From an optimization exercise on the open Yosys and OpenROAD flow, aimed at small area; shortcuts taken in it are not production practice. In this exercise RTL edits were held to simulation tests only and were not proved equivalent to the original. No activity file was given, so power comes from the tool's default toggle rates.

$ cat flow/config.mk
export PLATFORM = sky130hd
export DESIGN_NAME = rv_core
export DESIGN_NICKNAME = rv_core
export VERILOG_FILES = /design/flow/design.v
export SDC_FILE = /design/flow/constraint.sdc
export NUM_CORES = 4
export LEC_CHECK = 0
export CAP_MARGIN = 5
export CELL_PAD_IN_SITES_DETAIL_PLACEMENT = 1
export CELL_PAD_IN_SITES_GLOBAL_PLACEMENT = 1
export CORE_MARGIN = 2
export CORE_UTILIZATION = 40
export PLACE_DENSITY = 0.45
export SETUP_SLACK_MARGIN = 0.05
export SLEW_MARGIN = 5
export SYNTH_HIERARCHICAL = 1
$ cat flow/constraint.sdc
create_clock -name core_clock -period 12.0 [get_ports {clk}]
set_input_delay 2.4000 -clock core_clock [delete_from_list [all_inputs] [get_ports {clk}]]
set_output_delay 2.4000 -clock core_clock [all_outputs]
set_load 0.01 [all_outputs]
$ cat flow/design.v
package rv_pkg;
  localparam int XLEN       = 32;
  localparam int NUM_REGS   = 32;
  localparam int INSN_BYTES = 4;
  typedef logic [XLEN-1:0] word_t;
  typedef logic [XLEN-1:0] addr_t;
  typedef logic [31:0]     insn_t;
  typedef logic [4:0]      reg_idx_t;
  typedef logic [6:0]      opcode_t;
  typedef logic [2:0]      funct3_t;
  typedef logic [3:0]      alu_op_t;
  localparam opcode_t OP_LUI     = 7'b0110111;
  localparam opcode_t OP_REG_IMM = 7'b0010011;
  localparam opcode_t OP_BRANCH  = 7'b1100011;
  localparam opcode_t OP_SYSTEM  = 7'b1110011;
  localparam funct3_t F3_ADD  = 3'b000;
  localparam funct3_t F3_SLL  = 3'b001;
  localparam funct3_t F3_SLT  = 3'b010;
  localparam funct3_t F3_SLTU = 3'b011;
  localparam funct3_t F3_XOR  = 3'b100;
  localparam funct3_t F3_SR   = 3'b101;
  localparam funct3_t F3_OR   = 3'b110;
  localparam funct3_t F3_AND  = 3'b111;
  localparam funct3_t F3_BEQ  = 3'b000;
  localparam funct3_t F3_BNE  = 3'b001;
  localparam funct3_t F3_BLT  = 3'b100;
  localparam funct3_t F3_BGE  = 3'b101;
  localparam funct3_t F3_BLTU = 3'b110;
  localparam funct3_t F3_BGEU = 3'b111;
  localparam logic [6:0] F7_ALT = 7'b0100000;
  localparam alu_op_t ALU_ADD  = 4'd0;
  localparam alu_op_t ALU_SLT  = 4'd1;
  localparam alu_op_t ALU_SLTU = 4'd2;
  localparam alu_op_t ALU_XOR  = 4'd3;
  localparam alu_op_t ALU_OR   = 4'd4;
  localparam alu_op_t ALU_AND  = 4'd5;
  localparam alu_op_t ALU_SLL  = 4'd6;
  localparam alu_op_t ALU_SRL  = 4'd7;
  localparam alu_op_t ALU_SRA  = 4'd8;
  localparam alu_op_t ALU_LUI  = 4'd9;
  localparam insn_t ECALL_WORD = 32'h0000_0073;
endpackage
module reg_dec_all (
  input  rv_pkg::reg_idx_t idx,
  output logic [31:1]      sel
);
  always_comb
  begin
    for (int i = 1; i < 32; i++)
    begin
      sel[i] = (idx == i);
    end
  end
endmodule
module reg_dec (
  input  rv_pkg::reg_idx_t idx,
  input  logic             en,
  output logic [31:1]      sel
);
  always_comb
  begin
    for (int i = 1; i < 32; i++)
    begin
      sel[i] = en && (idx == i);
    end
  end
endmodule
module reg_aoi3 (
  input  logic [2:0] sel,
  input  logic [2:0] d,
  output logic       y_n
);
  assign y_n = ~|(sel & d);
endmodule
module reg_nand4 (
  input  logic [3:0] x,
  output logic       y
);
  assign y = ~&x;
endmodule
module reg_nand3 (
  input  logic [2:0] x,
  output logic       y
);
  assign y = ~&x;
endmodule
module reg_or3 (
  input  logic [2:0] x,
  output logic       y
);
  assign y = |x;
endmodule
module reg_or11_n (
  input  logic [10:0] x_n,
  output logic        y
);
  logic [2:0] part;
  reg_nand4 u_p0 (.x(x_n[3:0]),  .y(part[0]));
  reg_nand4 u_p1 (.x(x_n[7:4]),  .y(part[1]));
  reg_nand3 u_p2 (.x(x_n[10:8]), .y(part[2]));
  reg_or3   u_y  (.x(part),      .y(y));
endmodule
module reg_rd_bit (
  input  logic [31:1] sel,
  input  logic [31:1] d,
  output logic        y
);
  logic [10:0] grp_n;
  genvar g;
  generate
    for (g = 0; g < 10; g++)
    begin : g_grp
      reg_aoi3 u_aoi (.sel(sel[3*g+3:3*g+1]), .d(d[3*g+3:3*g+1]), .y_n(grp_n[g]));
    end
  endgenerate
  assign grp_n[10] = ~(sel[31] & d[31]);
  reg_or11_n u_or (.x_n(grp_n), .y(y));
endmodule
module reg_rd_bit_alt (
  input  logic [32:1] sel,
  input  logic [32:1] d,
  output logic        y
);
  logic [10:0] grp_n;
  genvar g;
  generate
    for (g = 0; g < 10; g++)
    begin : g_grp
      reg_aoi3 u_aoi (.sel(sel[3*g+3:3*g+1]), .d(d[3*g+3:3*g+1]), .y_n(grp_n[g]));
    end
  endgenerate
  assign grp_n[10] = ~((sel[31] & d[31]) | (sel[32] & d[32]));
  reg_or11_n u_or (.x_n(grp_n), .y(y));
endmodule
module reg_file (
  input  logic             clk,
  input  logic             rst,
  input  logic             wr_en,
  input  rv_pkg::reg_idx_t wr_idx,
  input  rv_pkg::word_t    wr_data,
  input  rv_pkg::reg_idx_t rs1,
  input  rv_pkg::reg_idx_t rs2,
  input  logic             rs2_en,
  input  rv_pkg::word_t    rs2_alt,
  output rv_pkg::word_t    rs1_data,
  output rv_pkg::word_t    rs2_data
);
  logic [31:0] regs [1:31];
  logic [31:1] wr_sel;
  logic [31:1] sel1;
  logic [31:1] sel2;
  rv_pkg::word_t wr_word;
  assign wr_word = rst ? '0 : wr_data;
  reg_dec u_wr_dec  (.idx(wr_idx), .en(wr_en), .sel(wr_sel));
  reg_dec_all u_rs1_dec (.idx(rs1), .sel(sel1));
  reg_dec u_rs2_dec (.idx(rs2),    .en(rs2_en), .sel(sel2));
  genvar i;
  genvar b;
  generate
    for (i = 1; i < 32; i++)
    begin : g_reg
      always_ff @(posedge clk)
      begin
        if (rst || wr_sel[i])
          regs[i] <= wr_word;
      end
    end
    for (b = 0; b < 32; b++)
    begin : g_rd
      logic [31:1] col;
      for (i = 1; i < 32; i++)
      begin : g_col
        assign col[i] = regs[i][b];
      end
      reg_rd_bit u_rd1 (.sel(sel1), .d(col), .y(rs1_data[b]));
      reg_rd_bit_alt u_rd2 (.sel({~rs2_en, sel2}), .d({rs2_alt[b], col}), .y(rs2_data[b]));
    end
  endgenerate
endmodule
module insn_decoder (
  input  rv_pkg::insn_t    insn,
  output rv_pkg::reg_idx_t rs1,
  output rv_pkg::reg_idx_t rs2,
  output rv_pkg::reg_idx_t rd,
  output logic             wr_en,
  output logic             is_branch,
  output logic             halt
);
  rv_pkg::opcode_t opcode;
  rv_pkg::funct3_t funct3;
  logic [6:0]      funct7;
  logic            writes_rd;
  assign opcode = insn[6:0];
  assign rd     = insn[11:7];
  assign funct3 = insn[14:12];
  assign rs1    = insn[19:15];
  assign rs2    = insn[24:20];
  assign funct7 = insn[31:25];
  always_comb
  begin
    writes_rd = 1'b0;
    is_branch = 1'b0;
    halt      = 1'b0;
    case (opcode)
      rv_pkg::OP_LUI:
      begin
        writes_rd = 1'b1;
      end
      rv_pkg::OP_REG_IMM:
      begin
        case (funct3)
          rv_pkg::F3_SLL: writes_rd = (funct7 == 7'b0000000);
          rv_pkg::F3_SR:  writes_rd = (funct7 == 7'b0000000) || (funct7 == rv_pkg::F7_ALT);
          default:        writes_rd = 1'b1;
        endcase
      end
      rv_pkg::OP_BRANCH:
      begin
        is_branch = (funct3[2:1] != 2'b01);
      end
      rv_pkg::OP_SYSTEM:
      begin
        halt = (insn == rv_pkg::ECALL_WORD);
      end
      default:
      begin
        writes_rd = 1'b0;
      end
    endcase
  end
  assign wr_en = writes_rd && (rd != '0);
endmodule
module cmp_tree #(
  parameter int N = 32
) (
  input  logic [N-1:0] a,
  input  logic [N-1:0] b,
  output logic         lt,
  output logic         eq
);
  localparam int L = (N > 16) ? 5 : (N > 8) ? 4 : (N > 4) ? 3 : (N > 2) ? 2 : 1;
  logic [N-1:0] l [0:L];
  logic [N-1:0] e [0:L];
  always_comb
  begin
    for (int i = 0; i < N; i++)
    begin
      l[0][i] = ~a[i] & b[i];
      e[0][i] = ~(a[i] ^ b[i]);
    end
    for (int k = 1; k <= L; k++)
    begin
      l[k] = '0;
      e[k] = '0;
      for (int i = 0; 2 * i < ((N + (1 << (k-1)) - 1) >> (k-1)); i++)
      begin
        if (2 * i + 1 < ((N + (1 << (k-1)) - 1) >> (k-1)))
        begin
          l[k][i] = l[k-1][2*i+1] | (e[k-1][2*i+1] & l[k-1][2*i]);
          e[k][i] = e[k-1][2*i+1] & e[k-1][2*i];
        end
        else
        begin
          l[k][i] = l[k-1][2*i];
          e[k][i] = e[k-1][2*i];
        end
      end
    end
  end
  assign lt = l[L][0];
  assign eq = e[L][0];
endmodule
module add_bk #(
  parameter int N = 16
) (
  input  logic [N-1:0] a,
  input  logic [N-1:0] b,
  output logic [N-1:0] s,
  output logic         co
);
  localparam int L = (N > 16) ? 5 : (N > 8) ? 4 : (N > 4) ? 3 : (N > 2) ? 2 : 1;
  logic [N-1:0] g;
  logic [N-1:0] p;
  logic [N-1:0] gg;
  logic [N-1:0] pp;
  logic [N:0]   c;
  always_comb
  begin
    g  = a & b;
    p  = a ^ b;
    gg = g;
    pp = p;
    for (int k = 0; k < L; k++)
    begin
      for (int i = 0; i < N; i++)
      begin
        if ((i % (2 << k)) == (2 << k) - 1)
        begin
          gg[i] = gg[i] | (pp[i] & gg[i - (1 << k)]);
          pp[i] = pp[i] & pp[i - (1 << k)];
        end
      end
    end
    for (int k = L - 2; k >= 0; k--)
    begin
      for (int i = 0; i < N; i++)
      begin
        if ((i % (2 << k)) == (1 << k) - 1 && i >= (2 << k))
        begin
          gg[i] = gg[i] | (pp[i] & gg[i - (1 << k)]);
          pp[i] = pp[i] & pp[i - (1 << k)];
        end
      end
    end
    c[0] = 1'b0;
    for (int i = 0; i < N; i++)
      c[i+1] = gg[i];
    s  = p ^ c[N-1:0];
    co = c[N];
  end
endmodule
module add_carry #(
  parameter int N = 16
) (
  input  logic [N-1:0] a,
  input  logic [N-1:0] b,
  output logic [N-1:0] c,
  output logic         co
);
  localparam int L = (N > 16) ? 5 : (N > 8) ? 4 : (N > 4) ? 3 : (N > 2) ? 2 : 1;
  logic [N-1:0] gg;
  logic [N-1:0] pp;
  always_comb
  begin
    gg = a & b;
    pp = a | b;
    for (int k = 0; k < L; k++)
    begin
      for (int i = 0; i < N; i++)
      begin
        if ((i % (2 << k)) == (2 << k) - 1)
        begin
          gg[i] = gg[i] | (pp[i] & gg[i - (1 << k)]);
          pp[i] = pp[i] & pp[i - (1 << k)];
        end
      end
    end
    for (int k = L - 2; k >= 0; k--)
    begin
      for (int i = 0; i < N; i++)
      begin
        if ((i % (2 << k)) == (1 << k) - 1 && i >= (2 << k))
        begin
          gg[i] = gg[i] | (pp[i] & gg[i - (1 << k)]);
          pp[i] = pp[i] & pp[i - (1 << k)];
        end
      end
    end
    c  = {gg[N-2:0], 1'b0};
    co = gg[N-1];
  end
endmodule
module gate_o21ai (
  input  logic a1,
  input  logic a2,
  input  logic b1,
  output logic y
);
  assign y = ~((a1 | a2) & b1);
endmodule
module gate_a21o (
  input  logic a1,
  input  logic a2,
  input  logic b1,
  output logic x
);
  assign x = (a1 & a2) | b1;
endmodule
module gate_mux2i (
  input  logic a0,
  input  logic a1,
  input  logic s,
  output logic y
);
  assign y = ~(s ? a1 : a0);
endmodule
module gate_a222oi (
  input  logic a1,
  input  logic a2,
  input  logic b1,
  input  logic b2,
  input  logic c1,
  input  logic c2,
  output logic y
);
  assign y = ~((a1 & a2) | (b1 & b2) | (c1 & c2));
endmodule
module gate_a221oi (
  input  logic a1,
  input  logic a2,
  input  logic b1,
  input  logic b2,
  input  logic c1,
  output logic y
);
  assign y = ~((a1 & a2) | (b1 & b2) | c1);
endmodule
module gate_a22oi (
  input  logic a1,
  input  logic a2,
  input  logic b1,
  input  logic b2,
  output logic y
);
  assign y = ~((a1 & a2) | (b1 & b2));
endmodule
module alu_bit_hi (
  input  logic a,
  input  logic t_n,
  input  logic k1,
  input  logic k0_n,
  input  logic add,
  input  logic add_n,
  input  logic sh_n,
  input  logic up_n,
  input  logic sel_up,
  input  logic sel_sh,
  input  logic sel_op,
  output logic y
);
  logic j1;
  logic j0;
  logic op_n;
  gate_a21o   u_j1 (.a1(add), .a2(t_n), .b1(k1), .x(j1));
  gate_o21ai  u_j0 (.a1(add_n), .a2(t_n), .b1(k0_n), .y(j0));
  gate_mux2i  u_op (.a0(j0), .a1(j1), .s(a), .y(op_n));
  gate_a222oi u_y  (.a1(sel_up), .a2(up_n), .b1(sel_sh), .b2(sh_n), .c1(sel_op), .c2(op_n), .y(y));
endmodule
module alu_bit_lo (
  input  logic a,
  input  logic t_n,
  input  logic k1,
  input  logic k0_n,
  input  logic add,
  input  logic add_n,
  input  logic sh_n,
  input  logic sel_sh,
  input  logic sel_op,
  output logic y
);
  logic j1;
  logic j0;
  logic op_n;
  gate_a21o   u_j1 (.a1(add), .a2(t_n), .b1(k1), .x(j1));
  gate_o21ai  u_j0 (.a1(add_n), .a2(t_n), .b1(k0_n), .y(j0));
  gate_mux2i  u_op (.a0(j0), .a1(j1), .s(a), .y(op_n));
  gate_a22oi  u_y  (.a1(sel_sh), .a2(sh_n), .b1(sel_op), .b2(op_n), .y(y));
endmodule
module alu_shift_stage #(
  parameter int S   = 1,
  parameter bit INV = 1'b0
) (
  input  rv_pkg::word_t x,
  input  logic          fill,
  input  logic          left,
  input  logic          right,
  input  logic          keep,
  output rv_pkg::word_t y_n
);
  always_comb
  begin
    for (int b = 0; b < 32; b++)
    begin
      y_n[b] = ~((left  & ((b - S >= 0) ? x[(b - S) & 31] : INV)) |
                 (right & ((b + S < 32) ? x[(b + S) & 31] : fill)) |
                 (keep  & x[b]));
    end
  end
endmodule
module int_alu (
  input  rv_pkg::insn_t insn,
  input  rv_pkg::word_t operand,
  input  logic          ltu,
  input  logic          lts,
  output rv_pkg::word_t result
);
  rv_pkg::funct3_t funct3;
  rv_pkg::word_t   a;
  logic [11:0]     imm;
  logic            s;
  rv_pkg::word_t   imm_x;
  assign funct3 = insn[14:12];
  assign a      = operand;
  assign imm    = insn[31:20];
  assign s      = insn[31];
  assign imm_x  = {{20{s}}, imm};
  logic [11:0] c_lo;
  logic        c12;
  logic        inc;
  logic        dec;
  logic [19:0] ones_below;
  logic [19:0] zeros_below;
  rv_pkg::word_t t_n;
  add_carry #(.N(12)) u_add (.a(a[11:0]), .b(imm), .c(c_lo), .co(c12));
  assign inc = c12 & ~s;
  assign dec = ~c12 & s;
  always_comb
  begin
    ones_below[0]  = 1'b1;
    zeros_below[0] = 1'b1;
    for (int k = 1; k < 20; k++)
    begin
      ones_below[k]  = ones_below[k-1] & a[12+k-1];
      zeros_below[k] = zeros_below[k-1] & ~a[12+k-1];
    end
    for (int k = 0; k < 20; k++)
    begin
      t_n[12+k] = ~((inc & ones_below[k]) | (dec & zeros_below[k]));
    end
  end
  assign t_n[11:0] = ~(imm ^ c_lo);
  logic [4:0]    shamt;
  logic          sh_left;
  logic          sh_fill;
  rv_pkg::word_t st0_n;
  rv_pkg::word_t st1;
  rv_pkg::word_t st2_n;
  rv_pkg::word_t st3;
  rv_pkg::word_t st4_n;
  assign shamt   = insn[24:20];
  assign sh_left = ~funct3[2];
  assign sh_fill = (insn[31:25] == rv_pkg::F7_ALT) & a[31];
  alu_shift_stage #(.S(1),  .INV(1'b0)) u_sh0 (.x(a),     .fill(sh_fill),  .left(sh_left & shamt[0]), .right(~sh_left & shamt[0]), .keep(~shamt[0]), .y_n(st0_n));
  alu_shift_stage #(.S(2),  .INV(1'b1)) u_sh1 (.x(st0_n), .fill(~sh_fill), .left(sh_left & shamt[1]), .right(~sh_left & shamt[1]), .keep(~shamt[1]), .y_n(st1));
  alu_shift_stage #(.S(4),  .INV(1'b0)) u_sh2 (.x(st1),   .fill(sh_fill),  .left(sh_left & shamt[2]), .right(~sh_left & shamt[2]), .keep(~shamt[2]), .y_n(st2_n));
  alu_shift_stage #(.S(8),  .INV(1'b1)) u_sh3 (.x(st2_n), .fill(~sh_fill), .left(sh_left & shamt[3]), .right(~sh_left & shamt[3]), .keep(~shamt[3]), .y_n(st3));
  alu_shift_stage #(.S(16), .INV(1'b0)) u_sh4 (.x(st3),   .fill(sh_fill),  .left(sh_left & shamt[4]), .right(~sh_left & shamt[4]), .keep(~shamt[4]), .y_n(st4_n));
  logic          is_lui;
  logic          op_add;
  logic          op_sh;
  logic          op_slt;
  logic          op_xor;
  logic          op_or;
  logic          op_and;
  rv_pkg::word_t k1;
  rv_pkg::word_t k0_n;
  logic          lt;
  logic          is_opimm;
  logic          sel_op;
  assign is_lui   = (insn[6:0] == rv_pkg::OP_LUI);
  assign is_opimm = (insn[6:0] == rv_pkg::OP_REG_IMM);
  assign op_add   = ~is_opimm & ~is_lui | is_opimm & (funct3 == 3'b000);
  assign op_sh    = is_opimm & (funct3[1:0] == 2'b01);
  assign op_slt   = is_opimm & (funct3[2:1] == 2'b01);
  assign op_xor   = is_opimm & (funct3 == 3'b100);
  assign op_or    = is_opimm & (funct3 == 3'b110);
  assign op_and   = is_opimm & (funct3 == 3'b111);
  assign sel_op   = ~is_lui & ~op_sh;
  assign lt       = funct3[0] ? ltu : lts;
  always_comb
  begin
    for (int b = 0; b < 32; b++)
    begin
      k1[b]   = (op_xor & ~imm_x[b]) | op_or | (op_and & imm_x[b]);
      k0_n[b] = ~((op_xor | op_or) & imm_x[b]);
    end
    k1[0]   = k1[0] | (op_slt & lt);
    k0_n[0] = k0_n[0] & ~(op_slt & lt);
  end
  genvar b;
  generate
    for (b = 0; b < 12; b++)
    begin : g_lo
      alu_bit_lo u_bit (
        .a      (a[b]),
        .t_n    (t_n[b]),
        .k1     (k1[b]),
        .k0_n   (k0_n[b]),
        .add    (op_add),
        .add_n  (~op_add),
        .sh_n   (st4_n[b]),
        .sel_sh (op_sh),
        .sel_op (~op_sh),
        .y      (result[b])
      );
    end
    for (b = 12; b < 32; b++)
    begin : g_hi
      alu_bit_hi u_bit (
        .a      (a[b]),
        .t_n    (t_n[b]),
        .k1     (k1[b]),
        .k0_n   (k0_n[b]),
        .add    (op_add),
        .add_n  (~op_add),
        .sh_n   (st4_n[b]),
        .up_n   (~insn[b]),
        .sel_up (is_lui),
        .sel_sh (op_sh),
        .sel_op (sel_op),
        .y      (result[b])
      );
    end
  endgenerate
endmodule
module pc_unit (
  input  logic            clk,
  input  logic            rst,
  input  rv_pkg::insn_t   insn,
  input  logic            is_branch,
  input  logic            eq,
  input  logic            ltu,
  input  logic            lts,
  input  logic            halt,
  output rv_pkg::addr_t   pc
);
  rv_pkg::funct3_t funct3;
  logic            cond;
  logic            taken;
  assign funct3 = insn[14:12];
  always_comb
  begin
    case (funct3[2:1])
      2'b00:   cond = eq;
      2'b10:   cond = lts;
      default: cond = ltu;
    endcase
  end
  assign taken = is_branch & (cond ^ funct3[0]);
  logic [31:1] pc_q;
  logic [12:1] off;
  logic        off_neg;
  logic [12:1] nxt_lo;
  logic        c13;
  logic        inc;
  logic        dec;
  logic [18:0] ones_below;
  logic [18:0] zeros_below;
  logic [31:13] nxt_hi;
  assign off     = taken ? {insn[31], insn[7], insn[30:25], insn[11:8]} : {10'b0, ~halt, 1'b0};
  assign off_neg = taken & insn[31];
  add_bk #(.N(12)) u_add (.a(pc_q[12:1]), .b(off), .s(nxt_lo), .co(c13));
  assign inc = c13 & ~off_neg;
  assign dec = ~c13 & off_neg;
  always_comb
  begin
    ones_below[0]  = 1'b1;
    zeros_below[0] = 1'b1;
    for (int k = 1; k < 19; k++)
    begin
      ones_below[k]  = ones_below[k-1] & pc_q[13+k-1];
      zeros_below[k] = zeros_below[k-1] & ~pc_q[13+k-1];
    end
    for (int k = 0; k < 19; k++)
    begin
      nxt_hi[13+k] = pc_q[13+k] ^ ((inc & ones_below[k]) | (dec & zeros_below[k]));
    end
  end
  always_ff @(posedge clk)
  begin
    if (rst)
      pc_q <= '0;
    else
      pc_q <= {nxt_hi, nxt_lo};
  end
  assign pc = {pc_q, 1'b0};
endmodule
module rv_core (
  input  logic             clk,
  input  logic             rst,
  input  rv_pkg::insn_t    insn,
  output rv_pkg::addr_t    pc,
  output logic             halt,
  output logic             wb_en,
  output rv_pkg::reg_idx_t wb_rd,
  output rv_pkg::word_t    wb_data
);
  rv_pkg::reg_idx_t rs1;
  rv_pkg::reg_idx_t rs2;
  logic             dec_wr_en;
  logic             is_branch;
  rv_pkg::word_t rs1_data;
  rv_pkg::word_t rs2_data;
  rv_pkg::word_t imm_i;
  logic cmp_eq;
  logic cmp_ltu;
  logic cmp_lts;
  insn_decoder u_decoder (
    .insn      (insn),
    .rs1       (rs1),
    .rs2       (rs2),
    .rd        (wb_rd),
    .wr_en     (dec_wr_en),
    .is_branch (is_branch),
    .halt      (halt)
  );
  assign wb_en = dec_wr_en && !rst;
  reg_file u_reg_file (
    .clk      (clk),
    .rst      (rst),
    .wr_en    (wb_en),
    .wr_idx   (wb_rd),
    .wr_data  (wb_data),
    .rs1      (rs1),
    .rs2      (rs2),
    .rs2_en   (is_branch),
    .rs2_alt  (imm_i),
    .rs1_data (rs1_data),
    .rs2_data (rs2_data)
  );
  assign imm_i = {{20{insn[31]}}, insn[31:20]};
  cmp_tree #(.N(32)) u_cmp (.a(rs1_data), .b(rs2_data), .lt(cmp_ltu), .eq(cmp_eq));
  assign cmp_lts = (rs1_data[31] ^ rs2_data[31]) ? rs1_data[31] : cmp_ltu;
  int_alu u_alu (
    .insn    (insn),
    .operand (rs1_data),
    .ltu     (cmp_ltu),
    .lts     (cmp_lts),
    .result  (wb_data)
  );
  pc_unit u_pc_unit (
    .clk       (clk),
    .rst       (rst),
    .insn      (insn),
    .is_branch (is_branch),
    .eq        (cmp_eq),
    .ltu       (cmp_ltu),
    .lts       (cmp_lts),
    .halt      (halt),
    .pc        (pc)
  );
endmodule
$ cat flow/flow/run.sh
#!/bin/bash
# The standard layout with: a clock tree of fewer sink clusters and no dummy
# loads; plain buffers on the ports; global routing that keeps met1 lighter.
set -euo pipefail
export CTS_ARGS="-sink_clustering_enable -repair_clock_nets -dont_use_dummy_load -sink_clustering_size 20 -sink_clustering_max_diameter 60 -buf_list {sky130_fd_sc_hd__clkbuf_8}"
export BUFFER_PORTS_ARGS="-buffer_cell sky130_fd_sc_hd__buf_2"
export FASTROUTE_TCL="$PWD/flow/fastroute.tcl"
bash standard.sh > standard.log 2>&1
$ cat flow/flow/fastroute.tcl
# Global routing with less of the lowest two layers handed out, so that
# more of the wiring goes to met3 and met4 and met1 stays free for pin access.
set_global_routing_layer_adjustment $::env(MIN_ROUTING_LAYER)-$::env(MAX_ROUTING_LAYER) 0.2
set_global_routing_layer_adjustment met1 0.5
set_global_routing_layer_adjustment met2 0.35

set_routing_layers -clock $::env(MIN_CLK_ROUTING_LAYER)-$::env(MAX_ROUTING_LAYER)
set_routing_layers -signal $::env(MIN_ROUTING_LAYER)-$::env(MAX_ROUTING_LAYER)
$ cat flow/standard.sh
#!/bin/bash
# synth_recipe.tcl (not shown) runs the flow's synth.tcl, then flattens the netlist and writes it again
# the make line also repeats each setting of config.mk as NAME=value (left out here)
make -C /OpenROAD-flow-scripts/flow DESIGN_CONFIG=/design/flow/config.mk WORK_HOME=/design/flow/orfs CLKGATE_MAP_FILE= SYNTH_SCRIPT=/design/flow/synth_recipe.tcl "${@:-finish}"
==> reports/metrics.sh, run 1 <==
CRIT_PATH_MAX_FANOUT=17
DRT.ANTENNA.VIOLATING_NETS=0
WORST_EP_REQUIRED_TIME_NS=9.60
SYNTH_ENABLE_FLOP_CELLS=992
PLACEMENT_ROWS=125
DR.PASS1.ITERS=11
SETUP_VIOLATIONS=0
FINAL.MIN_CLOCK_PERIOD_NS=11.63
LEAST_MARGIN_PIN_SLEW_NS=1.40
MAXSLEWHEADROOM_PCT=6.60
POST_DRT_WL_PER_CELL_UM=42.5
DOMINANT_COMBINATIONAL_CELL_FAMILY_BY_AREA_AFTER_SYNTHESIS='compound AO/OA/AOI/OAI gates'
GRT_SETUP_UNREPAIRED='false'
WORST_HOLD_PATH_TYPE='reg -> reg'
DRIVE_GT1_SHARE_PCT=17.8
POWER_REPORT.INTERNAL_TOTAL_mW=5.68
SYN_AREA_SQ_UM=46700
GRT_ANTENNA_BEFORE_REPAIR=9
VIAS=37000
NETLIST_TOP_CELLS_AREA='sky130_fd_sc_hd__edfxtp_1 (64%), sky130_fd_sc_hd__a222oi_1 (17%), sky130_fd_sc_hd__nand4_1 (1.9%)'
YOSYSTOPAREACELL='sky130_fd_sc_hd__edfxtp_1'
FINAL_NET_COUNT=3478
CHIPHEIGHT_UM=346
CTS.HOLD.BUFFERS_ADDED=0
VDD_DROP_MAX_mV=0.109
YS_TYPES=85
CTS-ROOT-TO-SINK-BUFFERS=3
AREA_GROWTH_SYN_TO_LAYOUT_PCT=11.1
WORST_SETUP_PATH_START_KIND='input port'
SYNTH-XOR-AREA-SHARE_PCT=0.413
ENDPOINT_KIND='primary output'
IO_BUFFER_COUNT=103
AVGVIACOUNTPERCELL=7.52
WORST_CASE_HOLD_SLACK_NS=0.579
TOTAL_LEAKAGE_POWER_nW=17.5
CTS_MADE_BUFFERS=102
SKEW_NS=0.143
SYNTH_WARN=24
NETSWITCHINGFRACTION_PCT=29.5
SYNTH.TOP_CELL.AREA_SHARE_PCT=63.8
TRITONCTS='yes'
FMAXACHIEVABLE_GHz=0.0860
FIN_TNS_SETUP_NS=0
YS_DOMINANT_REG_CELL='sky130_fd_sc_hd__edfxtp_1'
CTS-HTREE-LEVELS=3
POWER.SWITCHING_mW=2.38
CTSRESIZECOUNT=0
SEQUENTIAL_ELEMENT_SHARE_OF_THE_SYNTHESIZED_AREA_PCT=65.1
SYNTHARSTFLOPSHARE_PCT=0
SYN_AREA_PER_CELL_SQ_UM=15.1
POWER_PER_UNIT_OF_STANDARD_CELL_AREA_nW_PER_UM2=155
FILLERS=11500
TOTALWIRELENGTH_UM=209000
WORST_SETUP_HOLD_PATH_CLK_SLEW_NS=0.09
SYNTH-COMPOUND-AREA-SHARE_PCT=21.0
FINALWEIGHTEDCONGESTION=1.01
SLEW_VIOL_FINAL=0
DIE_WIDTH_UM=346
YOSYS.AREA_SHARE.ADDER_PCT=1.65
FINAL_HOLD_VIOL_COUNT=0
SYNTH.AREA.MUX_SHARE_PCT=1.14
INITIAL_CORE_UTIL_PCT=40.2
COMBPWRFRAC_PCT=16.7
FINAL.PERIOD_UTILIZATION_PCT=96.9
SYNTHSIMPLEGATEAREAFRAC_PCT=8.69
TOP_LEVEL_PORTS=105
PATH_CLASS='in -> out'
POST_CTS_BUFFERS=0
MAX_CAP_VIOL_COUNT=0
REGISTER_SHARE_OF_TOTAL_POWER_PCT=59.6
OUTCOME='complete, no violations'
SYN_NETS=3178
GRTUSAGETOTAL_PCT=41.5
CTS_ROOT_BUF='sky130_fd_sc_hd__clkbuf_8'
AREA.SEQUENTIAL_SQ_UM=30400
CLOCK_POWER_SHARE_PCT=23.8
ROUTE.DETAILED.DRC=0
WORST-ENDPOINT-ARRIVAL_NS=9.23
GLOBALROUTEOVERFLOWTOTAL=0
CTS.SINK_COUNT=1023
TOTAL_POWER_mW=8.06
PLACE.DETAILED.HPWL_UM=133000
DIE_AREA_SQ_UM=120000
VIA_COUNT_OF_THE_FIRST_GLOBAL_ROUTING_PASS=38700
GRT_START_MAX_NET_PINS=54
CLK-INSERTION-DELAY-LATE_NS=0.84
FIRST_PASS_GRT_WIRE_LENGTH_UM=289000
REGISTER_BIT_COUNT_REPORTED_BY_YOSYS=1023
SYN-INSTANCE-COUNT=3091
MULTI_INPUT_COMB_AREA_SQ_UM=15900
CORE_SQ_UM=116000
DRT_FIRST_ITER_VIOLATIONS=5810
[layout make-up]
type	instances	area share, %
sequential	1023	58.6
multi-input combinational	1899	30.7
timing repair buffer	288	3.72
tap	1524	3.67
clock buffer	102	2.71
inverter	77	0.557
antenna	4	0.0193
[flip-flops by register name, summed over array words and instances (netlist names)]
signal           cells
u_pc_unit.pc_q      31
u_reg_file.regs    992
[power by group through the flow]
stage                     registers (mW)  logic (mW)  clock network, mW
after floorplan                     4.79       0.678                  0
after global placement              4.83        1.29                  0
after detailed placement            4.87        1.32                  0
after CTS                           4.79        1.32               1.96
after global routing                4.85        1.42               2.07
final                               4.80        1.34               1.92
[Yosys cell counts (all sizes together), types with 4 or more instances]
library cell / number
or4: 4
o211ai: 6
nor2b: 54
nor3: 27
xor2: 5
o21ai: 44
nand2b: 8
nor3b: 5
a31oi: 7
a21oi: 31
nand3: 78
mux2i: 43
and4: 5
buf: 70
fa: 6
and2: 19
a222oi: 789
nor4: 15
dfxtp: 31
or3: 68
clkbuf: 22
nand4b: 7
a21o: 43
maj3: 6
a221oi: 13
or2: 36
nand4bb: 6
mux2: 9
xnor2: 17
a22oi: 72
ha: 47
inv: 77
nand2: 66
nand4: 140
nor2: 173
a32oi: 4
edfxtp: 992
[stage by stage]
step	std cells	instance area [sq um]	util [%]	setup slack, ns
2_1_floorplan	3091	46700	-	0.922
6_report	4917	51900	44.7	0.374
5_1_grt	4915	51900	44.7	0.0613
4_1_cts	4911	51900	44.7	0.412
3_5_place_dp	4809	50500	43.5	0.427
3_3_place_gp	4809	50500	43.5	0.488
[per-module statistics from Yosys (local to each module, per instance), excerpt]
module / times used / flops+latches / cell area, sq um / cells
pc_unit: 1 / 31 / 1570 / 176
int_alu: 1 / 0 / 957 / 172
insn_decoder: 1 / 0 / 265 / 39
reg_dec_all: 1 / 0 / 218 / 46
rv_core: 1 / 0 / 21.3 / 3
reg_or3: 64 / 0 / 6.26 / 1
[routing by layer]
metal	global-route usage (%)	vias up	share of wire [%]
met2	61.7	2674	43
met1	60.3	18700	35
met4	28.4	2	9.0
li1	-	15000	-
met3	15.9	694	13
met5	0.280	-	0.0077
[final timing paths]
| check | startpoint | cells past startpoint | endpoint | slack [ns] |
|---|---|---|---|---|
| worst max-delay path | insn[16] | 22 | wb_data[25] | 0.37 |
| worst min-delay path | u_pc_unit.pc_q[31]$_SDFF_PP0_ | 2 | u_pc_unit.pc_q[31]$_SDFF_PP0_ | 0.58 |
| worst max register to register | u_reg_file.regs[7][27]$_DFFE_PP_ | 28 | u_pc_unit.pc_q[21]$_SDFF_PP0_ | 4.13 |
| worst min register to register | u_pc_unit.pc_q[31]$_SDFF_PP0_ | 2 | u_pc_unit.pc_q[31]$_SDFF_PP0_ | 0.58 |
[logic make-up after synthesis]
family	Yosys count
AOI/OAI and AO/OA	1033
DFF	1023
and+or+nand+nor	731
buffers and inverters	169
adders and majority gates	59
muxes	52
xor gates and xnor gates	22
other	2
[cells in the final DEF, fill, tap and decap left out, types with 34 or more instances in the layout]
| cell | synthesis | final |
|---|---|---|
| sky130_fd_sc_hd__nand3_1 | 78 | 78 |
| sky130_fd_sc_hd__o21ai_1 | 34 | 34 |
| sky130_fd_sc_hd__ha_1 | 47 | 47 |
| sky130_fd_sc_hd__nor2_1 | 173 | 106 |
| sky130_fd_sc_hd__a22oi_2 | 44 | 44 |
| sky130_fd_sc_hd__buf_2 | 28 | 102 |
| sky130_fd_sc_hd__clkbuf_8 | 0 | 102 |
| sky130_fd_sc_hd__buf_4 | 18 | 184 |
| sky130_fd_sc_hd__mux2i_1 | 43 | 43 |
| sky130_fd_sc_hd__nand2_1 | 65 | 65 |
| sky130_fd_sc_hd__inv_1 | 77 | 76 |
| sky130_fd_sc_hd__or2_2 | 25 | 35 |
| sky130_fd_sc_hd__a222oi_1 | 789 | 789 |
| sky130_fd_sc_hd__edfxtp_1 | 992 | 992 |
| sky130_fd_sc_hd__a21o_1 | 40 | 40 |
| sky130_fd_sc_hd__nand4_1 | 140 | 140 |
| sky130_fd_sc_hd__nor2_4 | 0 | 60 |
| sky130_fd_sc_hd__or3_1 | 68 | 68 |
[worst max-delay path, stage by stage]
cell                        delay, ns
sky130_fd_sc_hd__buf_2           0.25
sky130_fd_sc_hd__nand3b_1        0.57
sky130_fd_sc_hd__nor2_4          0.31
sky130_fd_sc_hd__buf_4           0.34
sky130_fd_sc_hd__a222oi_1        0.34
sky130_fd_sc_hd__nand4_1         0.24
sky130_fd_sc_hd__or3_1           0.69
sky130_fd_sc_hd__o211ai_2        0.26
sky130_fd_sc_hd__o211ai_2        0.16
sky130_fd_sc_hd__a221o_2         0.42
sky130_fd_sc_hd__a2111oi_0       0.48
sky130_fd_sc_hd__o22ai_1         0.20
sky130_fd_sc_hd__inv_1           0.10
sky130_fd_sc_hd__ha_1            0.20
sky130_fd_sc_hd__nor4b_4         0.33
sky130_fd_sc_hd__nand2_2         0.20
sky130_fd_sc_hd__nor3_2          0.26
sky130_fd_sc_hd__mux2i_1         0.16
sky130_fd_sc_hd__o21ai_1         0.19
sky130_fd_sc_hd__mux2i_1         0.17
sky130_fd_sc_hd__a222oi_1        0.64
sky130_fd_sc_hd__buf_2           0.25
==> inputs of run 2 (changes only) <==
--- a/flow/config.mk
+++ b/flow/config.mk
@@ -12,3 +12,3 @@
 export CORE_UTILIZATION = 40
-export PLACE_DENSITY = 0.45
+export PLACE_DENSITY = 0.55
 export SETUP_SLACK_MARGIN = 0.05
==> run 2 against run 1 <==
Still clean on timing, DRC and antenna. Synthesized cell count stayed put. Non-clock buffer count grew 35. Area after synthesis stayed put. Clock power decreased by 2%. Highest routed layer unchanged. Critical path depth grew 1.
==> reports/metrics.sh, run 2 <==
SYNTH_ENABLE_FLOP_CELLS=992  # unchanged
REGTOREGSTARTPOINT='u_reg_file.regs[4][31]$_DFFE_PP_'
GRT_SETUP_UNREPAIRED='false'
DRT_FIRST_ITER_VIOLATIONS=6175  # +6.3%
FINAL_COMMON_CELL='sky130_fd_sc_hd__edfxtp_1'
FIRST_PASS_GRT_WIRE_LENGTH_UM=298000  # +3.1%
REGISTER_SHARE_OF_TOTAL_POWER_PCT=58.9  # -0.7 points
FINAL_NET_COUNT=3511  # +0.95%
CTS_MADE_BUFFERS=100  # -2.0%
SYNTHMOSTINSTANTIATEDCELL='sky130_fd_sc_hd__edfxtp_1'
GRTUSAGETOTAL_PCT=43.0  # +1.6 points
WORST_SETUP_PATH_START_KIND='input port'
COMBPWRFRAC_PCT=18.1  # +1.4 points
LARGEST_REGISTER_FF_COUNT=992  # unchanged
CLOCK_POWER_SHARE_PCT=23.1  # -0.7 points
MET3_LENGTH_UM=32600  # +23%
REGISTERS.TOP_BY_FF_COUNT='u_reg_file.regs'
VIAS=37100  # +0.31%
HOLD_PATH.STARTPOINT='u_pc_unit.pc_q[31]$_SDFF_PP0_'
CHIPHEIGHT_UM=346  # unchanged
DIE_WIDTH_UM=346  # unchanged
INITIAL_CORE_UTIL_PCT=40.2  # unchanged
YS_DOMINANT_REG_CELL='sky130_fd_sc_hd__edfxtp_1'
TOTAL_LEAKAGE_POWER_nW=17.7  # +0.97%
CORE_SQ_UM=116000  # unchanged
ROUTE.DETAILED.DRC=0  # unchanged
SYNTHARSTFLOPSHARE_PCT=0  # unchanged
FIN_UTIL_PCT=45.0  # +0.23 points
OUTCOME='complete, no violations'
TOP_LEVEL_PORTS=105  # unchanged
AVGVIACOUNTPERCELL=7.49  # -0.44%
NETLIST_TOP_CELLS_AREA='sky130_fd_sc_hd__edfxtp_1 (64%), sky130_fd_sc_hd__a222oi_1 (17%), sky130_fd_sc_hd__nand4_1 (1.9%)'
LEADING_REGISTERS_BY_FLOP_COUNT='u_reg_file.regs (992), u_pc_unit.pc_q (31)'
PLACED_CELL_AREA_SQ_UM=50700  # +0.55%
FINALINSTANCEAREA_SQ_UM=52200  # +0.52%
FINAL.MIN_CLOCK_PERIOD_NS=11.55  # -0.0791 ns
CP_NUM_BUF_INV=5  # +1
SYNTH.TOP_CELL.AREA_SHARE_PCT=63.8  # unchanged
PATH_CLASS='in -> out'
POWER.SWITCHING_mW=2.47  # +3.9%
FMAXACHIEVABLE_GHz=0.0866  # +0.69%
MAXSLEWHEADROOM_PCT=14.6  # +8.0 points
TIMING.CRITICAL_PATH.MAX_DELAY_FAMILY='simple AND/OR/NAND/NOR gates'
WL_MET2_UM=89200  # -0.42%
FINAL.PERIOD_UTILIZATION_PCT=96.2  # -0.66 points
PLACEMENT_ROWS=125  # unchanged
FINISH.CELL_COUNT_WITHOUT_FILLERS=4954  # +0.75%
DRIVE_GT1_SHARE_PCT=18.7  # +0.91 points
CTS-HTREE-LEVELS=3  # unchanged
DP_CELLS=4844  # +0.73%
CTS-ROOT-TO-SINK-BUFFERS=3  # unchanged
TIMING.CRITICAL_PATH.CELLS='buf_2 -> buf_4 -> nand3b_1 -> nor2_4 -> buf_4 -> a222oi_1 -> nand4_1 -> or3_1 -> o211ai_2 -> o211ai_2 -> a221o_2 -> a2111oi_0 -> o22ai_1 -> inv_1 -> ha_1 -> nor4b_4 -> nand2_2 -> nor3_2 -> mux2i_1 -> o21ai_1 -> mux2i_1 -> a222oi_1 -> buf_2'
VIA_COUNT_OF_THE_FIRST_GLOBAL_ROUTING_PASS=38700  # -0.16%
WORST-ENDPOINT-ARRIVAL_NS=9.15  # -0.08 ns
CRITICAL_PATH.SLOWEST_CELL='sky130_fd_sc_hd__or3_1'
SLEW_VIOL_FINAL=0  # unchanged
CRITICAL_PATH.MAX_STAGE_DELAY_NS=0.70  # about the same
CLK-INSERTION-DELAY-LATE_NS=0.82  # -0.02 ns
METAL1_WIRELENGTH_UM=74700  # +0.97%
SYN-INSTANCE-COUNT=3091  # unchanged
CP_LAUNCH_POINT='insn[15]'
GRT_ANTENNA_BEFORE_REPAIR=22  # +13
SEQUENTIAL_ELEMENT_SHARE_OF_THE_SYNTHESIZED_AREA_PCT=65.1  # unchanged
MOSTFREQUENTLAYOUTCELLS='sky130_fd_sc_hd__edfxtp_1 (992), sky130_fd_sc_hd__a222oi_1 (789), sky130_fd_sc_hd__buf_4 (218), sky130_fd_sc_hd__nand4_1 (140), sky130_fd_sc_hd__nor2_1 (106)'
SYNTH_WARN=24  # unchanged
CTS_ROOT_BUF='sky130_fd_sc_hd__clkbuf_8'
WORST_EP_REQUIRED_TIME_NS=9.60  # about the same
FINALWEIGHTEDCONGESTION=0.994  # -1.1%
SYN_AREA_SQ_UM=46700  # unchanged
SETUP_SLACK_NS=0.453  # +0.0791 ns
WORST_SETUP_HOLD_PATH_CLK_SLEW_NS=0.08  # about the same
ROUTE.TOP_LAYER_USED='met5'
TOTAL_POWER_mW=8.17  # +1.3%
WORST_CASE_HOLD_SLACK_NS=0.568  # -0.0115 ns
SYN_NETS=3178  # unchanged
SETUP_VIOLATIONS=0  # unchanged
DRT.ANTENNA.VIOLATING_NETS=0  # unchanged
DR.PASS1.ITERS=12  # +1
POST_DRT_WL_PER_CELL_UM=43.5  # +2.3%
TRITONCTS='yes'
WORST_HOLD_PATH_TYPE='reg -> reg'
POWER_PER_UNIT_OF_STANDARD_CELL_AREA_nW_PER_UM2=157  # +0.80%
DIE_AREA_SQ_UM=120000  # unchanged
SYNTH_TOP_CELLS_BY_COUNT='sky130_fd_sc_hd__edfxtp_1 (992), sky130_fd_sc_hd__a222oi_1 (789), sky130_fd_sc_hd__nor2_1 (173)'
PLACE.DETAILED.HPWL_UM=141000  # +6.0%
FIN_TNS_SETUP_NS=0  # unchanged
CRIT_PATH_MAX_FANOUT=17  # unchanged
FILLERS=11500  # unchanged
YOSYSTOPAREACELL='sky130_fd_sc_hd__edfxtp_1'
LEAST_MARGIN_PIN_SLEW_NS=1.28  # -0.123 ns
REGISTER_BIT_COUNT_REPORTED_BY_YOSYS=1023  # unchanged
VDD_DROP_MAX_mV=0.0983  # -9.8%
IO_BUFFER_COUNT=103  # unchanged
MAX_CAP_VIOL_COUNT=0  # unchanged
DP_SLACK_NS=0.121  # -0.306 ns
GLOBALROUTEOVERFLOWTOTAL=0  # unchanged
TOTALWIRELENGTH_UM=215000  # +3.1%
AREA_GROWTH_SYN_TO_LAYOUT_PCT=11.7
ENDPOINT_KIND='primary output'
NETSWITCHINGFRACTION_PCT=30.3  # +0.75 points
GRT_START_MAX_NET_PINS=62  # +15%
CTS.SINK_COUNT=1023  # unchanged
YS_TYPES=85  # unchanged
FINAL_HOLD_VIOL_COUNT=0  # unchanged
POWER_REPORT.INTERNAL_TOTAL_mW=5.70  # +0.25%
SYN_AREA_PER_CELL_SQ_UM=15.1  # unchanged
SKEW_NS=0.158  # +0.0146 ns
run 2: cell counts after synthesis:
Identical to the previous run, type by type.
run 2: kinds of logic (layout without fill, tap and decap cells):
kind of cell	count (synthesis)	count (layout)	synth area share, %
mux	52	52	1.14
simple gates	731	731	8.69
fa+ha+maj	59	59	1.65
compound gates	1033	1033	21.0
flops	1023	1023	65.1
buf+inv	169	500	1.94
other cells	2	10	0.0161
xor+xnor	22	22	0.413
run 2: worst paths after layout:
path                                    to  slack [ns]  cells past startpoint
max                            wb_data[25]        0.45                     23
min          u_pc_unit.pc_q[31]$_SDFF_PP0_        0.57                      2
max reg2reg  u_pc_unit.pc_q[31]$_SDFF_PP0_        3.28                     27
min reg2reg  u_pc_unit.pc_q[31]$_SDFF_PP0_        0.57                      2
run 2: cell type report:
cell class                 count  area [sq um]  area share, %
tap                         1524          1910           3.66
multi-input combinational   1899         16000           30.6
sequential                  1023         30400           58.3
clock buffer                 100          1380           2.64
timing repair buffer         323          2210           4.23
antenna                        8          20.0         0.0384
inverter                      77           289          0.554
run 2: layer usage:
metal / track usage (%) / up-vias
li1: - / 15000
met1: 60.7 / 19000
met2: 62.5 / 2482
met3: 21.6 / 637
met4: 26.9 / 6
met5: 0 / -
run 2: modules after synthesis (local to each module, per instance), a selection:
module,cells,copies in the design,area (sq um)
gate_a21o,1,32,7.51
gate_a222oi,1,20,10.0
gate_a22oi,1,12,12.5
gate_mux2i,1,32,10.0
insn_decoder,39,1,265
int_alu,172,1,957
pc_unit,176,1,1570
reg_aoi3,1,640,10.0
reg_dec,46,2,230
reg_dec_all,46,1,218
reg_nand4,1,128,6.26
reg_or3,1,64,6.26
reg_rd_bit,1,32,3.75
reg_rd_bit_alt,1,32,12.5
rv_core,3,1,21.3
run 2: power groups by stage:
stage / clock network, mW / logic [mW] / registers (mW)
after floorplan: 0 / 0.678 / 4.79
after global placement: 0 / 1.39 / 4.84
after detailed placement: 0 / 1.42 / 4.88
after CTS: 1.92 / 1.43 / 4.80
after global routing: 2.03 / 1.55 / 4.85
final: 1.88 / 1.47 / 4.81
run 2: repair_timing:
action	4_1_cts	5_1_grt
resized for setup	0	4
setup buffers	0	2
endpoints found under the setup margin	0	11
hold buffers	0	0
hold endpoints to repair	0	0
run 2: worst min-delay path: stages, from the launching register on:
cell and delay (ns):
sky130_fd_sc_hd__dfxtp_1 0.33, sky130_fd_sc_hd__nor2_1 0.09, sky130_fd_sc_hd__mux2_1 0.12
==> inputs of run 3 (changes only) <==
--- a/flow/flow/run.sh
+++ b/flow/flow/run.sh
@@ -4,3 +4,3 @@
 set -euo pipefail
-export CTS_ARGS="-sink_clustering_enable -repair_clock_nets -dont_use_dummy_load -sink_clustering_size 20 -sink_clustering_max_diameter 60 -buf_list {sky130_fd_sc_hd__clkbuf_8}"
+export CTS_ARGS="-sink_clustering_enable -repair_clock_nets -dont_use_dummy_load -sink_clustering_size 20 -sink_clustering_max_diameter 50 -buf_list {sky130_fd_sc_hd__clkbuf_8}"
 export BUFFER_PORTS_ARGS="-buffer_cell sky130_fd_sc_hd__buf_2"
--- a/flow/config.mk
+++ b/flow/config.mk
@@ -12,3 +12,3 @@
 export CORE_UTILIZATION = 40
-export PLACE_DENSITY = 0.55
+export PLACE_DENSITY = 0.45
 export SETUP_SLACK_MARGIN = 0.05
==> run 3 against run 2 <==
Still clean on timing, DRC and antenna. Sequential share of layout area rose by 0.11 points. Flip-flop and latch count did not move. Clock power rose by 7%. Die area did not move. Critical path depth fell by 1. Register-to-register slack improved by 0.86 ns. Critical endpoint unchanged.
==> reports/metrics.sh, run 3 <==
VIA_COUNT_OF_THE_FIRST_GLOBAL_ROUTING_PASS=38900  # +0.61%
GRT_USE_MET1_PCT=59.7  # -0.99 points
WORST_EP_REQUIRED_TIME_NS=9.60  # about the same
DIE_WIDTH_UM=346  # unchanged
WORST_CASE_HOLD_SLACK_NS=0.568  # +0.000526 ns
WORST-ENDPOINT-ARRIVAL_NS=9.23  # +0.08 ns
REGISTER_SHARE_OF_TOTAL_POWER_PCT=58.9  # about the same
SYNTH.TOP_CELL.AREA_SHARE_PCT=63.8  # unchanged
FIRST_PASS_GRT_WIRE_LENGTH_UM=289000  # -3.3%
CTS-ROOT-TO-SINK-BUFFERS=3  # unchanged
ENDPOINT_KIND='primary output'
COMBPWRFRAC_PCT=16.5  # -1.6 points
CTS_ROOT_BUF='sky130_fd_sc_hd__clkbuf_8'
AVGVIACOUNTPERCELL=7.51  # +0.29%
LARGEST_REGISTER_FF_COUNT=992  # unchanged
YOSYSTOPAREACELL='sky130_fd_sc_hd__edfxtp_1'
SYN_AREA_SQ_UM=46700  # unchanged
DP_SLACK_NS=0.427  # +0.306 ns
CHIPHEIGHT_UM=346  # unchanged
SLEW_VIOL_FINAL=0  # unchanged
CLK-INSERTION-DELAY-LATE_NS=0.86  # +0.04 ns
WORST-R2R-SETUP-SLACK_NS=4.14  # +0.86 ns
FINALWEIGHTEDCONGESTION=1.01  # +1.1%
LEADING_REGISTERS_BY_FLOP_COUNT='u_reg_file.regs (992), u_pc_unit.pc_q (31)'
FINAL.MIN_CLOCK_PERIOD_NS=11.63  # +0.0820 ns
OUTCOME='complete, no violations'
AREA_GROWTH_SYN_TO_LAYOUT_PCT=11.5
FINALINSTANCEAREA_SQ_UM=52100  # -0.19%
GR-USAGE-MET3_PCT=16.4  # -5.1 points
FINAL_NET_COUNT=3490  # -0.60%
GLOBALROUTEOVERFLOWTOTAL=0  # unchanged
SETUP_SLACK_NS=0.371  # -0.0820 ns
VIAS=37000  # -0.16%
SYN-INSTANCE-COUNT=3091  # unchanged
VDD_DROP_MAX_mV=0.104  # +6.1%
CTS-HTREE-LEVELS=3  # unchanged
LEAST_MARGIN_PIN_SLEW_NS=1.38  # +0.101 ns
GLOBALROUTE.BUSIESTLAYER='met2'
CLOCK_POWER_SHARE_PCT=24.7  # +1.6 points
SYN_NETS=3178  # unchanged
REGISTER_BIT_COUNT_REPORTED_BY_YOSYS=1023  # unchanged
GRT_START_MAX_NET_PINS=54  # -13%
FINAL.PERIOD_UTILIZATION_PCT=96.9  # +0.68 points
MULTI_INPUT_COMB_AREA_SQ_UM=15900  # about the same
DIE_AREA_SQ_UM=120000  # unchanged
TOP_LEVEL_PORTS=105  # unchanged
DRT_FIRST_ITER_VIOLATIONS=5758  # -6.8%
SYN_AREA_PER_CELL_SQ_UM=15.1  # unchanged
ROUTE.DETAILED.DRC=0  # unchanged
WORST_SETUP_PATH_START_KIND='input port'
POWER_REPORT.INTERNAL_TOTAL_mW=5.77  # +1.2%
FILLERS=11500  # +0.017%
SEQUENTIAL_ELEMENT_SHARE_OF_THE_SYNTHESIZED_AREA_PCT=65.1  # unchanged
SYNTH_TOP_CELLS_BY_COUNT='sky130_fd_sc_hd__edfxtp_1 (992), sky130_fd_sc_hd__a222oi_1 (789), sky130_fd_sc_hd__nor2_1 (173)'
MAXSLEWHEADROOM_PCT=8.11  # -6.5 points
SETUP_VIOLATIONS=0  # unchanged
DRIVE_GT1_SHARE_PCT=18.1  # -0.62 points
CRIT_PATH_MAX_FANOUT=17  # unchanged
PLACE.DETAILED.HPWL_UM=133000  # -5.7%
SKEW_NS=0.183  # +0.0253 ns
WORST_SETUP_HOLD_PATH_CLK_SLEW_NS=0.06  # -0.02 ns
TOTAL_LEAKAGE_POWER_nW=17.6  # -0.47%
CTS_MADE_BUFFERS=114  # +14%
DR.PASS1.ITERS=11  # -1
MAX_CAP_VIOL_COUNT=0  # unchanged
NETSWITCHINGFRACTION_PCT=29.3  # -0.96 points
FIN_TNS_SETUP_NS=0  # unchanged
TOTAL_POWER_mW=8.16  # -0.14%
SYNTHARSTFLOPSHARE_PCT=0  # unchanged
WORST_HOLD_PATH_TYPE='reg -> reg'
GRTUSAGETOTAL_PCT=41.4  # -1.6 points
TOTALWIRELENGTH_UM=209000  # -3.1%
CRITICAL_PATH.SLOWEST_CELL='sky130_fd_sc_hd__or3_1'
GRT_ANTENNA_BEFORE_REPAIR=8  # -64%
POST_DRT_WL_PER_CELL_UM=42.3  # -2.6%
TIMING.CRITICAL_PATH.CELLS='buf_2 -> nand3b_1 -> nor2_4 -> buf_4 -> a222oi_1 -> nand4_1 -> or3_1 -> o211ai_2 -> o211ai_2 -> a221o_2 -> a2111oi_0 -> o22ai_1 -> inv_1 -> ha_1 -> nor4b_4 -> nand2_2 -> nor3_2 -> mux2i_1 -> o21ai_1 -> mux2i_1 -> a222oi_1 -> buf_2'
INITIAL_CORE_UTIL_PCT=40.2  # unchanged
CORE_SQ_UM=116000  # unchanged
NETLIST_TOP_CELLS_AREA='sky130_fd_sc_hd__edfxtp_1 (64%), sky130_fd_sc_hd__a222oi_1 (17%), sky130_fd_sc_hd__nand4_1 (1.9%)'
FINAL_HOLD_VIOL_COUNT=0  # unchanged
REGISTERS.TOP_BY_FF_COUNT='u_reg_file.regs'
POWER.SWITCHING_mW=2.39  # -3.3%
IO_BUFFER_COUNT=103  # unchanged
POWER_PER_UNIT_OF_STANDARD_CELL_AREA_nW_PER_UM2=157  # about the same
GRT_SETUP_UNREPAIRED='false'
FINAL_COMMON_CELL='sky130_fd_sc_hd__edfxtp_1'
DRT.ANTENNA.VIOLATING_NETS=0  # unchanged
PLACED_CELL_AREA_SQ_UM=50500  # -0.54%
AREA.SEQUENTIAL_SQ_UM=30400  # unchanged
SYNTH_ENABLE_FLOP_CELLS=992  # unchanged
MOSTFREQUENTLAYOUTCELLS='sky130_fd_sc_hd__edfxtp_1 (992), sky130_fd_sc_hd__a222oi_1 (789), sky130_fd_sc_hd__buf_4 (184), sky130_fd_sc_hd__nand4_1 (140), sky130_fd_sc_hd__clkbuf_8 (114)'
CRITICAL_PATH.MAX_STAGE_DELAY_NS=0.69  # about the same
YS_DOMINANT_REG_CELL='sky130_fd_sc_hd__edfxtp_1'
PLACEMENT_ROWS=125  # unchanged
CTS.SINK_COUNT=1023  # unchanged
YS_TYPES=85  # unchanged
SYNTH_WARN=24  # unchanged
SYNTHMOSTINSTANTIATEDCELL='sky130_fd_sc_hd__edfxtp_1'
FMAXACHIEVABLE_GHz=0.0860  # -0.70%
TRITONCTS='yes'
GRT.MET2_USAGE_PCT=61.4  # -1.1 points
PATH_CLASS='in -> out'
==> run 3: cell counts after synthesis <==
No cell type changed its count.
==> run 3: metrics by stage <==
step / utilization (%) / std cells
2_1_floorplan: - / 3091
3_3_place_gp: 43.5 / 4809
3_5_place_dp: 43.5 / 4809
4_1_cts: 44.8 / 4923
5_1_grt: 44.9 / 4928
6_report: 44.9 / 4932
==> run 3: cell type report <==
cell class	count	share of cell area [%]
timing repair buffer	288	3.71
clock buffer	114	3.01
inverter	77	0.555
antenna	7	0.0336
tap	1524	3.66
multi-input combinational	1899	30.6
sequential	1023	58.4
==> run 3: timing repair <==
item                                    in CTS  in global routing
endpoints found under the setup margin       0                  2
hold buffers                                 0                  0
setup buffers                                0                  2
resized for setup                            0                  0
==> run 3: routing by layer <==
| layer | up-vias | wire [um] |
|---|---|---|
| met5 | - | 115 |
| met4 | 9 | 19100 |
| met3 | 738 | 26200 |
| met2 | 2537 | 88900 |
| met1 | 18800 | 74300 |
| li1 | 15000 | - |
==> run 3: critical path, delay by kind of cell <==
| family | cells | cell delay, ns |
|---|---|---|
| adder cells (fa/ha/maj) | 1 | 0.20 |
| AO/OA/AOI/OAI | 8 | 2.68 |
| AND/OR/NAND/NOR | 7 | 2.60 |
| multiplexers | 2 | 0.33 |
| buffers and inverters | 4 | 0.95 |
==> run 3: logic make-up after synthesis <==
group                      count (synthesis)  synth area share, %
AOI/OAI and AO/OA                       1033                 21.0
DFF                                     1023                 65.1
and+or+nand+nor                          731                 8.69
buffers and inverters                    169                 1.94
adders and majority gates                 59                 1.65
muxes                                     52                 1.14
xor gates and xnor gates                  22                0.413
other                                      2               0.0161
==> run 3: path summary, 6_finish.rpt <==
path / to / start / cells after the start
worst min-delay path: u_pc_unit.pc_q[31]$_SDFF_PP0_ / u_pc_unit.pc_q[31]$_SDFF_PP0_ / 2
worst max register to register: u_pc_unit.pc_q[21]$_SDFF_PP0_ / u_reg_file.regs[7][27]$_DFFE_PP_ / 28
worst max-delay path: wb_data[25] / insn[16] / 22
worst min register to register: u_pc_unit.pc_q[31]$_SDFF_PP0_ / u_pc_unit.pc_q[31]$_SDFF_PP0_ / 2
==> run 3: modules after synthesis, one instance, submodules excluded, a selection <==
module | cell area (sq um) | copies in the design
reg_rd_bit_alt | 12.5 | 32
reg_dec | 230 | 2
reg_dec_all | 218 | 1
int_alu | 957 | 1
reg_nand3 | 5.00 | 64
rv_core | 21.3 | 1
insn_decoder | 265 | 1
gate_a222oi | 10.0 | 20
gate_a22oi | 12.5 | 12
reg_file | 30200 | 1
gate_a21o | 7.51 | 32
reg_or3 | 6.26 | 64
gate_mux2i | 10.0 | 32
reg_rd_bit | 3.75 | 32
reg_aoi3 | 10.0 | 640
pc_unit | 1570 | 1
==> run 3: power groups by stage <==
stage	clock [mW]	combinational (mW)	sequential (mW)
floorplan	0	0.678	4.79
global placement	0	1.29	4.83
detailed placement	0	1.32	4.87
CTS	2.05	1.32	4.79
global route	2.16	1.42	4.85
finish	2.01	1.34	4.80

## what the ideal ports hide
How much do the figures lean on ideal ports? The routed layouts below were timed once more, with nothing changed but the port constraints.
Step 1 sets driving cells, clkbuf_16 on the clock port and buf_2 on the other inputs (assumed; they add their load-dependent delay and slew).
Step 2 times the ports against the registers' clock, not the clock port: input delays grow and output delays shrink by t, the midpoint of the rising clock arrivals with the driver on.
Three values: ideal ports, drivers, drivers and shift; two values: the first two.
| run | t (ns) | setup slack, ns | hold slack, ns | worst setup path after step 2 | worst slew at a driven data input, ns |
|---|---|---|---|---|---|
| run 1 | 0.842 | 0.374 / 0.339 / 0.339 | 0.579 / 0.579 / 0.579 | input to output | 0.04 |
| run 2 | 0.811 | 0.453 / 0.420 / -0.283 | 0.568 / 0.568 / 0.568 | input to register | 0.05 |
| run 3 | 0.840 | 0.371 / 0.336 / 0.233 | 0.568 / 0.568 / 0.568 | input to register | 0.04 |
Met with ideal ports but missed after step 2: setup timing in run 2. For run 2, which loses most, drivers alone change the setup slack by -0.033 ns; drivers and shift together by -0.736 ns.
